Context: an optimization exercise on an open-source flow, tuned for small area, a short achievable clock period and few clock cycles. The choices shown serve that exercise and are no tape-out recipe.
Only simulation tests tie the RTL to the original design; equivalence was not proved.
Power is estimated from default activity; no workload was simulated.

## design/flow/design.v

```verilog
module rc4_keystream_gen #(
  parameter int MAX_KEY_LEN = 16,
  parameter int DROP_N      = 0
) (
  input  logic       clk,
  input  logic       rst,
  input  logic       key_valid,
  input  logic [7:0] key_byte,
  input  logic       key_last,
  output logic       key_ready,
  input  logic       rekey,
  output logic       ks_valid,
  input  logic       ks_ready,
  output logic [7:0] ks_byte,
  output logic       ks_active
);
  localparam int            KW       = (MAX_KEY_LEN > 1) ? $clog2(MAX_KEY_LEN) : 1;
  localparam logic [KW-1:0] KIDX_MAX = KW'(MAX_KEY_LEN - 1);
  typedef enum logic [1:0] {
    ST_KEY   = 2'd0,
    ST_KSA   = 2'd1,
    ST_TRANS = 2'd2,
    ST_PRGA  = 2'd3
  } state_t;
  state_t        state;
  logic [7:0]    sb      [0:255];         
  logic [7:0]    key_mem [0:MAX_KEY_LEN-1];
  logic [KW:0]   klen;
  logic [KW-1:0] kidx;                    
  logic [KW-1:0] kn;                      
  logic [7:0]    i;                       
  logic [7:0]    a;                       
  logic [7:0]    si;                      
  logic [7:0]    u;                       
  logic [7:0]    lag;                     
  logic [7:0]    tt;                      
  logic          v2;                      
  logic [1:0]    cnt;                     
  logic [7:0]    e1, e2;                  
  logic          key_acc;
  logic          key_end;
  logic          swap;
  logic          init;
  logic [7:0]    sj;                      
  logic [7:0]    sn;                      
  logic [7:0]    kb;
  logic [7:0]    ob;                      
  logic          push, pop;
  logic [1:0]    cnt_pop;
  assign key_acc = key_valid && key_ready && !rekey;
  assign key_end = key_last || (kidx == KIDX_MAX);
  assign init    = (state == ST_KEY);
  assign swap    = (state == ST_KSA) ||
                   ((state == ST_PRGA) && (lag == 8'd0) && ({1'b0, cnt} + {2'b0, v2} <= 3'd2));
  logic [2047:0] rd_j, rd_o;
  for (genvar p = 0; p < 256; p++) begin : g_rd
    assign rd_j[p*8 +: 8] = sb[(p + 1) % 256];
    assign rd_o[p*8 +: 8] = sb[p];
  end
  rc4_mux256 u_mux_j (.d(rd_j), .sel(a),  .q(sj));
  rc4_mux256 u_mux_o (.d(rd_o), .sel(tt), .q(ob));
  assign sn = (a == 8'd0) ? si : sb[1];
  assign kb = (state == ST_KSA) ? key_mem[kn] : 8'd0;
  for (genvar p = 0; p < 256; p++) begin : g_sb
    always_ff @(posedge clk) begin
      if (init)
        sb[p] <= 8'(p);
      else if (swap && (a == 8'(p)))
        sb[p] <= si;
      else if (p == 255)
        sb[p] <= swap ? sj : sb[0];
      else
        sb[p] <= sb[(p + 1) % 256];
    end
  end
  always_ff @(posedge clk) begin
    if ((state == ST_KEY) && key_acc) begin
      key_mem[kidx] <= key_byte;
      if (key_end)
        klen <= {1'b0, kidx} + 1'b1;
    end
  end
  assign pop     = ks_valid && ks_ready;
  assign cnt_pop = cnt - {1'b0, pop};
  logic [15:0] drop_cnt;
  if (DROP_N > 0) begin : g_drop
    assign push = v2 && (drop_cnt == 16'(DROP_N));
  end else begin : g_nodrop
    assign push = v2;
  end
  always_ff @(posedge clk or posedge rst) begin
    if (rst) begin
      state     <= ST_KEY;
      key_ready <= 1'b1;
      ks_active <= 1'b0;
      ks_valid  <= 1'b0;
      kidx      <= '0;
      kn        <= '0;
      i         <= 8'd0;
      a         <= 8'd0;
      si        <= 8'd0;
      u         <= 8'd0;
      lag       <= 8'd0;
      tt        <= 8'd0;
      v2        <= 1'b0;
      cnt       <= 2'd0;
      drop_cnt  <= 16'd0;
      ks_byte   <= 8'd0;
      e1        <= 8'd0;
      e2        <= 8'd0;
    end else if (rekey) begin
      state     <= ST_KEY;
      key_ready <= 1'b1;
      ks_active <= 1'b0;
      ks_valid  <= 1'b0;
      kidx      <= '0;
      v2        <= 1'b0;
      cnt       <= 2'd0;
    end else begin
      case (state)
        ST_KEY: begin
          if (key_acc) begin
            if (kidx == '0)
              a <= key_byte - 8'd1;
            if (key_end) begin
              kidx      <= '0;
              kn        <= (kidx == '0) ? '0 : KW'(1);
              i         <= 8'd0;
              si        <= 8'd0;
              lag       <= 8'd0;
              key_ready <= 1'b0;
              state     <= ST_KSA;
            end else begin
              kidx <= kidx + 1'b1;
            end
          end
        end
        ST_TRANS: begin
          si        <= sb[1];
          a         <= sb[1] - 8'd2;
          u         <= sb[1] - 8'd2;
          i         <= 8'd1;
          lag       <= 8'd0;
          drop_cnt  <= 16'd0;
          ks_active <= 1'b1;
          state     <= ST_PRGA;
        end
        default: begin
          if (swap) begin
            a  <= a + sn + kb - 8'd1;
            si <= sn;
            u  <= sn - i - 8'd2;
            i  <= i + 8'd1;
            tt <= sj + u;
            if (state == ST_KSA) begin
              kn <= (({1'b0, kn} + 1'b1) == klen) ? '0 : kn + 1'b1;
              if (i == 8'hFF)
                state <= ST_TRANS;
            end
          end else begin
            lag <= lag - 8'd1;
          end
        end
      endcase
      v2 <= swap && (state == ST_PRGA);
      if (DROP_N > 0 && v2 && !push)
        drop_cnt <= drop_cnt + 16'd1;
      if (pop) begin
        ks_byte <= e1;
        e1      <= e2;
      end
      if (push) begin
        case (cnt_pop)
          2'd0:    ks_byte <= ob;
          2'd1:    e1      <= ob;
          default: e2      <= ob;
        endcase
      end
      cnt      <= cnt_pop + {1'b0, push};
      ks_valid <= (cnt_pop != 2'd0) || push;
    end
  end
endmodule
module rc4_mux256 (
  input  logic [2047:0] d,
  input  logic [7:0]    sel,
  output logic [7:0]    q
);
  for (genvar l = 0; l < 8; l++) begin : g_lvl
    localparam int N = 256 >> (l + 1);
    logic [N*8-1:0] o;
    for (genvar k = 0; k < N; k++) begin : g_node
      if (l == 0) begin : g_leaf
        assign o[k*8 +: 8] = sel[l] ? d[(2*k+1)*8 +: 8] : d[(2*k)*8 +: 8];
      end else begin : g_inner
        assign o[k*8 +: 8] = sel[l] ? g_lvl[l-1].o[(2*k+1)*8 +: 8] : g_lvl[l-1].o[(2*k)*8 +: 8];
      end
    end
  end
  assign q = g_lvl[7].o;
endmodule
```

## design/flow/run.sh

```bash
#!/bin/bash
# synth_recipe.tcl (not shown) runs the flow's synth.tcl, then flattens the netlist and writes it again
# the make line also repeats each setting of config.mk as NAME=value (left out here)
make -C /OpenROAD-flow-scripts/flow DESIGN_CONFIG=/design/flow/config.mk WORK_HOME=/design/flow/orfs CLKGATE_MAP_FILE= SYNTH_SCRIPT=/design/flow/synth_recipe.tcl finish
```

## design/flow/config.mk

```make
export PLATFORM = sky130hd
export DESIGN_NAME = rc4_keystream_gen
export DESIGN_NICKNAME = rc4_keystream_gen
export VERILOG_FILES = /design/flow/design.v
export SDC_FILE = /design/flow/constraint.sdc
export NUM_CORES = 4
export LEC_CHECK = 0
export CAP_MARGIN = 20
export CORE_MARGIN = 2
export CORE_UTILIZATION = 30
export PLACE_DENSITY = 0.5
export SLEW_MARGIN = 20
```

## design/flow/constraint.sdc

```tcl
create_clock -name core_clock -period 15.0 [get_ports {clk}]
set_input_delay 3.0000 -clock core_clock [delete_from_list [all_inputs] [get_ports {clk}]]
set_output_delay 3.0000 -clock core_clock [all_outputs]
set_load 0.01 [all_outputs]
```

==> out/metrics.cfg, run 1 <==
[route]
drt_wl_total_um=537000
drt-vias-per-instance=6.21
wl_met3_um=58200
dr.max_layer_used=met5
drt-met1-wl_um=211000
drc=0
wl_met2_um=229000
via_count=102000
wl_per_cell_um=32.5
drt_iter0_drc=15000
first_pass_iters=8
ant_nets=0

[setup_path]
path_cells=buf_4 > buf_4 > buf_4 > mux4_2 > mux2i_1 > o22ai_1 > nor4_1 > nand3_1 > a21o_1 > ha_1 > fa_1 > a21o_1 > a21oi_1 > o21bai_1 > a21oi_1 > xor2_1 > o21ai_0
crit_type=reg -> reg
end_kind=flop
worstPathRequired_ps=15820
worstSetupStartpointType=flop
path_common_cell=buf_4
r2r_start=a[0]
r2r_cells=17
path_max_fanout=43
critPathMaxStageDelay_ps=810
startpoint=a[0]
slowest_stage=buf_4
crit_arrival_ps=8060

[clock_network]
clock-sinks=2269
hold_buffers=0
cts.clk_slew.worst_paths_ps=60
cts-htree-levels=5
insertion_delay_ps=980
cts_tree=done
cts_buffers=269
cts_resized=0
postCtsSetupBuffers=0
cts_root_buf=clkbuf_16
cts_max_path_buffers=4

[yosys]
synth.area.top_cells=dfxtp_1 (35%), mux4_2 (22%), nand2_1 (9.1%)
synth_fp_nets=12000
async_flop_share_pct=3.88
synth-xor-area-share_pct=0.361
synth_simple_gate_area_share_pct=14.8
syn_area_um2=116000
syn_inst=11900
ys_ff_latch=2269
synthMuxAreaShare_pct=24.9
ys_warn_count=2
synth_compound_area_share_pct=13.7
yosysTopAreaCell=dfxtp_1
synth_fa_ha_area_share_pct=0.633
seq_area_frac_synth_pct=40.9
synth_top_family_by_area=multiplexers
synth-edff-count=133
synthFlopType=dfxtp_1
syn_area_per_cell_um2=9.71
yosys.area.top_type_share_pct=35.5
ys_types=83

[floorplan]
initial_core_util_pct=30.2
coreArea_um2=383000
die_area_um2=390000
die_w_um=625
pin_count=25
fp.dieH_um=625
rows=227

[outcome]
outcome=complete, no violations

[power_and_ir_drop]
internal-power_mw=11.9
power_frac_seq_pct=35.1
clkPwrFrac_pct=36.8
peakVddDrop_mv=0.138
switching_power_mw=6.52
p_leak_nw=44.5
swShare_pct=35.3
comb_power_share_pct=28.1
power_density_nw_per_um2=144

[sta]
final-hold-violation-count=0
finClkSkew_ps=65.4
hold_slack_ps=450
setup_slack_ps=7760
final-setup-viol-count=0
fmax_mhz=138
drv_slew=0
grt_setup_unrepaired=false
period_minus_slack_ps=7240
slew_headroom_pct=8.96
period_share_pct=48.2
worstMarginPinSlew_ps=1370
fin_tns_setup_ps=0

[min_path]
hp-start=sb[146][6]
hold_depth=2
worstHoldPathType=reg -> reg

[final_layout]
drive_above_1_share_pct=16.9
fin_area_um2=128000
synthToLayoutAreaGrowth_pct=11.2
layout.nets=11300

[global_route]
gr-total-overflow=0
antenna_found_initial=46
grt_pass1_wl_um=758000
grt_pass1_vias=96200
track_usage_pct=26.7
grt_max_degree=183

[placement]
place_congestion=1.01
placed_area_um2=120000
portBuffers=24
post-place-ws_ps=7820
hpwl_um=354000

[flow_run]
max_cap_viol_count=0

## power by group through the flow
stage | Clock [mW] | Combinational (mW) | Sequential, mW
4_1_cts | 6.82 | 5.02 | 6.47
5_1_grt | 7.06 | 5.24 | 6.48
6_report | 6.78 | 5.19 | 6.48
2_1_floorplan | 0 | 3.25 | 6.41
3_5_place_dp | 0 | 5.01 | 6.60
3_3_place_gp | 0 | 5.01 | 6.60
## Yosys cell counts, types with 20 or more instances
| cell type | count |
|---|---|
| inv_1 | 48 |
| edfxtp_1 | 133 |
| a21oi_1 | 1031 |
| mux4_2 | 1112 |
| and2_1 | 20 |
| nor3_1 | 34 |
| ha_1 | 44 |
| buf_1 | 80 |
| o22ai_1 | 77 |
| dfrtp_1 | 87 |
| nand2_1 | 2787 |
| xnor2_1 | 26 |
| a22o_1 | 59 |
| mux2i_1 | 342 |
| buf_4 | 68 |
| mux2_2 | 28 |
| a22oi_1 | 94 |
| o211ai_1 | 625 |
| o21ai_0 | 541 |
| buf_2 | 163 |
| clkbuf_1 | 869 |
| a211oi_1 | 29 |
| a221oi_1 | 32 |
| nor2b_1 | 37 |
| nor2_1 | 440 |
| dfxtp_1 | 2048 |
| nand3_1 | 733 |
| buf_6 | 28 |
## flip-flops by register name, summed over array words and instances (netlist names)
register,count
sb,2048
key_mem,128
a,8
e1,8
e2,8
i,8
ks_byte,8
lag,8
si,8
tt,8
u,8
klen,5
kidx,4
kn,4
cnt,2
state,2
key_ready,1
ks_active,1
ks_valid,1
v2,1
## final timing paths
check                           slack (ps)         end
worst max-delay path                  7760       tt[6]
max in group asynchronous            11410       tt[0]
min in group asynchronous             2460          v2
worst min-delay path                   450  sb[145][6]
worst min register to register         450  sb[145][6]
worst max register to register        7760       tt[6]
## cells by family (layout without fill, tap and decap cells)
kind of cell               Yosys count  after routing
and+or+nand+nor                   4167           4167
AOI/OAI and AO/OA                 2617           2617
DFF                               2269           2269
muxes                             1482           1482
buffers and inverters             1264            821
adders and majority gates           53             53
xor gates and xnor gates            46             46
other                                0             14
## worst max-delay path, delay by kind of cell, from the launching register on
family | cells | cell delay (ps)
xor gates and xnor gates | 1 | 170
DFF | 1 | 790
buffers and inverters | 3 | 2280
muxes | 2 | 1020
adders and majority gates | 2 | 640
and+or+nand+nor | 2 | 840
AOI/OAI and AO/OA | 7 | 1270
## cell usage in the layout, fill, tap and decap left out, types with 42 or more instances in the layout
cell | netlist | final
o22ai_1 | 77 | 77
a22o_1 | 59 | 59
a22oi_1 | 94 | 94
dfxtp_1 | 2048 | 2048
inv_1 | 48 | 42
clkbuf_1 | 869 | 66
mux4_2 | 1112 | 1112
a21oi_1 | 1031 | 1031
nor2_1 | 440 | 427
buf_4 | 68 | 246
ha_1 | 44 | 43
clkbuf_8 | 0 | 66
o21ai_0 | 541 | 540
mux2i_1 | 342 | 342
edfxtp_1 | 133 | 133
dfrtp_1 | 87 | 64
nand3_1 | 733 | 730
o211ai_1 | 625 | 625
clkbuf_16 | 0 | 276
nand2_1 | 2787 | 2774
## cell type report
| cell class | count | area, um^2 |
|---|---|---|
| antenna | 14 | 35.0 |
| clock buffer | 411 | 8080 |
| clock inverter | 64 | 801 |
| fill | 39000 | 254000 |
| inverter | 56 | 248 |
| multi-input combinational | 8365 | 63300 |
| sequential | 2269 | 47300 |
| tap | 5038 | 6300 |
| timing repair buffer | 290 | 2470 |
## stage by stage
step           utilization [%]  power, mW  cells
6_report                  33.6       18.4  16500
5_1_grt                   33.5       18.8  16500
4_1_cts                   33.5       18.3  16500
3_5_place_dp              31.2       11.6  16000
3_3_place_gp              31.2       11.6  16000
2_1_floorplan                -       9.65  11900
## layer usage
metal	vias to the layer above	track usage, %
li1	42400	-
met3	1477	6.31
met5	-	0
met4	38	16.0
met1	52100	35.3
met2	6449	39.3
Testbench counts, summed over its fixed seeds: cycles 33,159.
==> inputs of run 2 (changes only) <==
--- a/design/flow/design.v
+++ b/design/flow/design.v
@@ -33,8 +33,12 @@
   logic [7:0]    si;                      
-  logic [7:0]    u;                       
   logic [7:0]    lag;                     
+  logic [7:0]    sj_q;                    
+  logic [7:0]    si_d;                    
+  logic [7:0]    w;                       
+  logic          v1;                      
   logic [7:0]    tt;                      
+  logic          fwd_i, fwd_j;            
   logic          v2;                      
-  logic [1:0]    cnt;                     
-  logic [7:0]    e1, e2;                  
+  logic [2:0]    cnt;                     
+  logic [7:0]    e1, e2, e3;              
   logic          key_acc;
@@ -47,4 +51,6 @@
   logic [7:0]    ob;                      
+  logic [7:0]    ring_o;
+  logic [7:0]    ttn;
   logic          push, pop;
-  logic [1:0]    cnt_pop;
+  logic [2:0]    cnt_pop;
   assign key_acc = key_valid && key_ready && !rekey;
@@ -53,3 +59,4 @@
   assign swap    = (state == ST_KSA) ||
-                   ((state == ST_PRGA) && (lag == 8'd0) && ({1'b0, cnt} + {2'b0, v2} <= 3'd2));
+                   ((state == ST_PRGA) && (lag == 8'd0) &&
+                    (cnt + {2'b0, v1} + {2'b0, v2} <= 3'd3));
   logic [2047:0] rd_j, rd_o;
@@ -60,15 +67,21 @@
   rc4_mux256 u_mux_j (.d(rd_j), .sel(a),  .q(sj));
-  rc4_mux256 u_mux_o (.d(rd_o), .sel(tt), .q(ob));
+  rc4_mux256 u_mux_o (.d(rd_o), .sel(tt), .q(ring_o));
+  assign ob = fwd_i ? si_d : (fwd_j ? sj_q : ring_o);
   assign sn = (a == 8'd0) ? si : sb[1];
   assign kb = (state == ST_KSA) ? key_mem[kn] : 8'd0;
+  logic [7:0] bus0, bus1;
+  assign bus0 = si & {8{!init}};
+  assign bus1 = si | {8{init}};
   for (genvar p = 0; p < 256; p++) begin : g_sb
-    always_ff @(posedge clk) begin
-      if (init)
-        sb[p] <= 8'(p);
-      else if (swap && (a == 8'(p)))
-        sb[p] <= si;
-      else if (p == 255)
-        sb[p] <= swap ? sj : sb[0];
-      else
-        sb[p] <= sb[(p + 1) % 256];
+    logic       wr;
+    logic [7:0] nx;
+    assign wr = init || (swap && (a == 8'(p)));
+    if (p == 255) begin : g_last
+      assign nx = swap ? sj : sb[0];
+    end else begin : g_mid
+      assign nx = sb[p + 1];
+    end
+    for (genvar b = 0; b < 8; b++) begin : g_bit
+      always_ff @(posedge clk)
+        sb[p][b] <= wr ? (((p >> b) & 1) ? bus1[b] : bus0[b]) : nx[b];
     end
@@ -83,3 +96,4 @@
   assign pop     = ks_valid && ks_ready;
-  assign cnt_pop = cnt - {1'b0, pop};
+  assign cnt_pop = cnt - {2'b0, pop};
+  assign ttn     = sj_q + w;
   logic [15:0] drop_cnt;
@@ -101,7 +115,12 @@
       si        <= 8'd0;
-      u         <= 8'd0;
       lag       <= 8'd0;
+      sj_q      <= 8'd0;
+      si_d      <= 8'd0;
+      w         <= 8'd0;
+      v1        <= 1'b0;
       tt        <= 8'd0;
+      fwd_i     <= 1'b0;
+      fwd_j     <= 1'b0;
       v2        <= 1'b0;
-      cnt       <= 2'd0;
+      cnt       <= 3'd0;
       drop_cnt  <= 16'd0;
@@ -110,2 +129,3 @@
       e2        <= 8'd0;
+      e3        <= 8'd0;
     end else if (rekey) begin
@@ -116,4 +136,5 @@
       kidx      <= '0;
+      v1        <= 1'b0;
       v2        <= 1'b0;
-      cnt       <= 2'd0;
+      cnt       <= 3'd0;
     end else begin
@@ -140,3 +161,2 @@
           a         <= sb[1] - 8'd2;
-          u         <= sb[1] - 8'd2;
           i         <= 8'd1;
@@ -149,7 +169,8 @@
           if (swap) begin
-            a  <= a + sn + kb - 8'd1;
-            si <= sn;
-            u  <= sn - i - 8'd2;
-            i  <= i + 8'd1;
-            tt <= sj + u;
+            a    <= a + sn + kb - 8'd1;
+            si   <= sn;
+            i    <= i + 8'd1;
+            sj_q <= sj;
+            si_d <= si;
+            w    <= si - i - 8'd2;
             if (state == ST_KSA) begin
@@ -164,3 +185,7 @@
       endcase
-      v2 <= swap && (state == ST_PRGA);
+      v1    <= swap && (state == ST_PRGA);
+      tt    <= ttn;
+      fwd_i <= swap && (ttn == 8'd255);
+      fwd_j <= swap && (ttn == a);
+      v2 <= v1;
       if (DROP_N > 0 && v2 && !push)
@@ -170,2 +195,3 @@
         e1      <= e2;
+        e2      <= e3;
       end
@@ -173,9 +199,10 @@
         case (cnt_pop)
-          2'd0:    ks_byte <= ob;
-          2'd1:    e1      <= ob;
-          default: e2      <= ob;
+          3'd0:    ks_byte <= ob;
+          3'd1:    e1      <= ob;
+          3'd2:    e2      <= ob;
+          default: e3      <= ob;
         endcase
       end
-      cnt      <= cnt_pop + {1'b0, push};
-      ks_valid <= (cnt_pop != 2'd0) || push;
+      cnt      <= cnt_pop + {2'b0, push};
+      ks_valid <= (cnt_pop != 3'd0) || push;
     end
==> run 2 against run 1 <==
Compared with the run above: critical path type unchanged; combinational power increased by 41%; sequential share of layout area decreased by 0.15 points; sequential power increased by 4.0%; synthesized cell count increased by 4.4%; total power increased by 13%; non-clock buffer count increased by 45; clock power increased by 0.7%; global-route usage increased by 1.5 points; worst setup slack improved by 480 ps; still clean on timing, DRC and antenna; die area increased by 1.7%.
==> out/metrics.cfg, run 2 <==
[clock_network]
cts-htree-levels=5
cts_buffers=273
cts.clk_slew.worst_paths_ps=60
cts_root_buf=clkbuf_16
cts_resized=0
clock-sinks=2297
postCtsSetupBuffers=0
hold_buffers=0
cts_max_path_buffers=4
cts_tree=done
insertion_delay_ps=940

[placement]
hpwl_um=383000
portBuffers=24
place_congestion=0.994

[route]
wl_per_cell_um=33.7
via_count=107000
drt-vias-per-instance=6.25
drt_iter0_drc=15300
drt_wl_total_um=579000
first_pass_iters=9
ant_nets=0
drc=0

[global_route]
gr-total-overflow=0
met3_usage_pct=9.61
gr-usage-met2_pct=40.1
grt_pass1_vias=100000
grt_max_degree=167
track_usage_pct=28.1
antenna_found_initial=54
grt_busiest_layer=met2
grt_pass1_wl_um=810000
grt_util_met1_pct=35.8

[floorplan]
rows=229
initial_core_util_pct=30.2
fp.dieH_um=630
die_w_um=630
die_area_um2=397000
coreArea_um2=389000
pin_count=25

[yosys]
ys_ff_latch=2297
async_flop_share_pct=5.05
yosysTopAreaCell=dfxtp_1
syn_inst=12400
ys_warn_count=2
synth-edff-count=133
synth_common_cells=nand2_1 (2599), dfxtp_1 (2048), a21oi_1 (1031)
synth.area.top_cells=dfxtp_1 (35%), mux4_2 (18%), nand2_1 (8.3%)
syn_area_per_cell_um2=9.46
ys_types=87
syn_area_um2=118000
seq_area_frac_synth_pct=40.8
synth_fp_nets=12500
synthFlopType=dfxtp_1
synth.most_common_cell=nand2_1
yosys.area.top_type_share_pct=34.9

[sta]
fin_tns_setup_ps=0
finClkSkew_ps=50.7
period_minus_slack_ps=6760
slew_headroom_pct=9.92
worstMarginPinSlew_ps=1350
drv_slew=0
final-setup-viol-count=0
grt_setup_unrepaired=false
period_share_pct=45.1
fmax_mhz=148
final-hold-violation-count=0

[setup_path]
worstSetupStartpointType=flop
worstPathRequired_ps=15800
crit_type=reg -> reg
path_max_fanout=41
crit_arrival_ps=7560
r2r_setup_slack_ps=8240
end_kind=flop

[final_layout]
layout_commonest_cell=nand2_1
regMostFlops=sb
final_cell_mix=nand2_1 (2593), dfxtp_1 (2048), a21oi_1 (1030), nand3_1 (999), mux4_2 (965)
drive_above_1_share_pct=15.9
reg_top3=sb x2048, key_mem x128
largest_reg_flops=2048
fillCellCount=39900
synthToLayoutAreaGrowth_pct=11.4
layout.nets=11800

[power_and_ir_drop]
power_mw=20.9
peakVddDrop_mv=0.109
p_leak_nw=44.4
power_density_nw_per_um2=160

[flow_run]
max_cap_viol_count=0

[min_path]
worstHoldPathType=reg -> reg

[outcome]
outcome=complete, no violations

## run 2: where the power goes
part | internal (mW) | switching (mW)
logic | 2.35 | 4.97
registers | 6.35 | 0.388
clock network | 3.93 | 2.90
total | 12.6 | 8.26
## run 2: path summary, 6_finish.rpt
path | startpoint | to | cells after the start
max in group asynchronous | rst | a[5] | 3
min | sb[17][5] | sb[16][5] | 2
min in group asynchronous | rst | ks_byte[6] | 2
min reg2reg | sb[17][5] | sb[16][5] | 2
max reg2reg | tt[0] | ks_byte[7] | 10
max | tt[0] | ks_byte[7] | 10
## run 2: logic make-up after synthesis
kind of cell	after synthesis	share of synthesized area, %
xor gates and xnor gates	58	0.432
AOI/OAI and AO/OA	2783	14.5
muxes	1441	22.6
DFF	2297	40.8
adders and majority gates	62	0.724
and+or+nand+nor	4425	16.1
buffers and inverters	1355	4.96
## run 2: worst max-delay path: stages (launching register included)
cell       delay, ps
dfrtp_4          870
buf_4            680
buf_4            570
buf_4            750
nor2b_1          750
a2111oi_0        430
a311o_1          420
nor3_1           950
nor2_1           480
nand4_1          430
o21ai_0          150
## run 2: area by class of cell
cell class,instances,area (um^2),area share [%]
diodes,26,65.1,0.0497
clock buffers,415,8210,6.27
clock inverters,63,648,0.495
inverters,70,303,0.231
multi-input cells,8769,64400,49.2
flip-flops and latches,2297,48000,36.6
well taps,5197,6500,4.97
repair buffers,335,2820,2.15
## run 2: stage by stage
| stage | utilization [%] | instance area (um^2) | std cells | hold WS, ps | setup slack (ps) |
|---|---|---|---|---|---|
| finish | 33.6 | 131000 | 17200 | 457 | 8240 |
| floorplan | - | 118000 | 12400 | 441 | 8930 |
| CTS | 33.6 | 131000 | 17100 | 461 | 8490 |
| global route | 33.6 | 131000 | 17100 | 475 | 8250 |
| global placement | 31.3 | 122000 | 16700 | 457 | 8240 |
| detailed placement | 31.3 | 122000 | 16700 | 458 | 8480 |
## run 2: layer usage
metal / vias to the layer above / share of wire, %
met5: - / 0.047
met4: 42 / 7.4
met3: 1745 / 13
met2: 7321 / 42
met1: 54000 / 38
li1: 44200 / -
Testbench counts of run 2, summed over its fixed seeds: cycles 33,207.

re-timing with driven ports:
The results above use ideal ports. As a check the final layouts listed here were re-extracted and re-timed, cells and wires unchanged.
Step 1: set_driving_cell puts a clkbuf_16 on clk and a buf_2 on each other input, an assumption about the parent block.
Step 2 also shifts input and output timing later by t, the mid clock arrival at the registers, as if the neighbouring blocks saw the same clock.
a / b / c = no drivers / after step 1 / after step 2; a / b = the first two.
| run | t (ns) | slack for setup (ns) | hold slack, ns | worst setup path at the end | worst data-port slew with drivers (ns) |
|---|---|---|---|---|---|
| run 1 | 1.046 | 7.763 / 7.763 / 7.763 | 0.450 / 0.450 / 0.450 | register to register | 0.04 |
| run 2 | 1.038 | 8.241 / 8.241 / 8.241 | 0.457 / 0.457 / 0.457 | register to register | 0.04 |
After both steps every run listed still meets setup and hold.
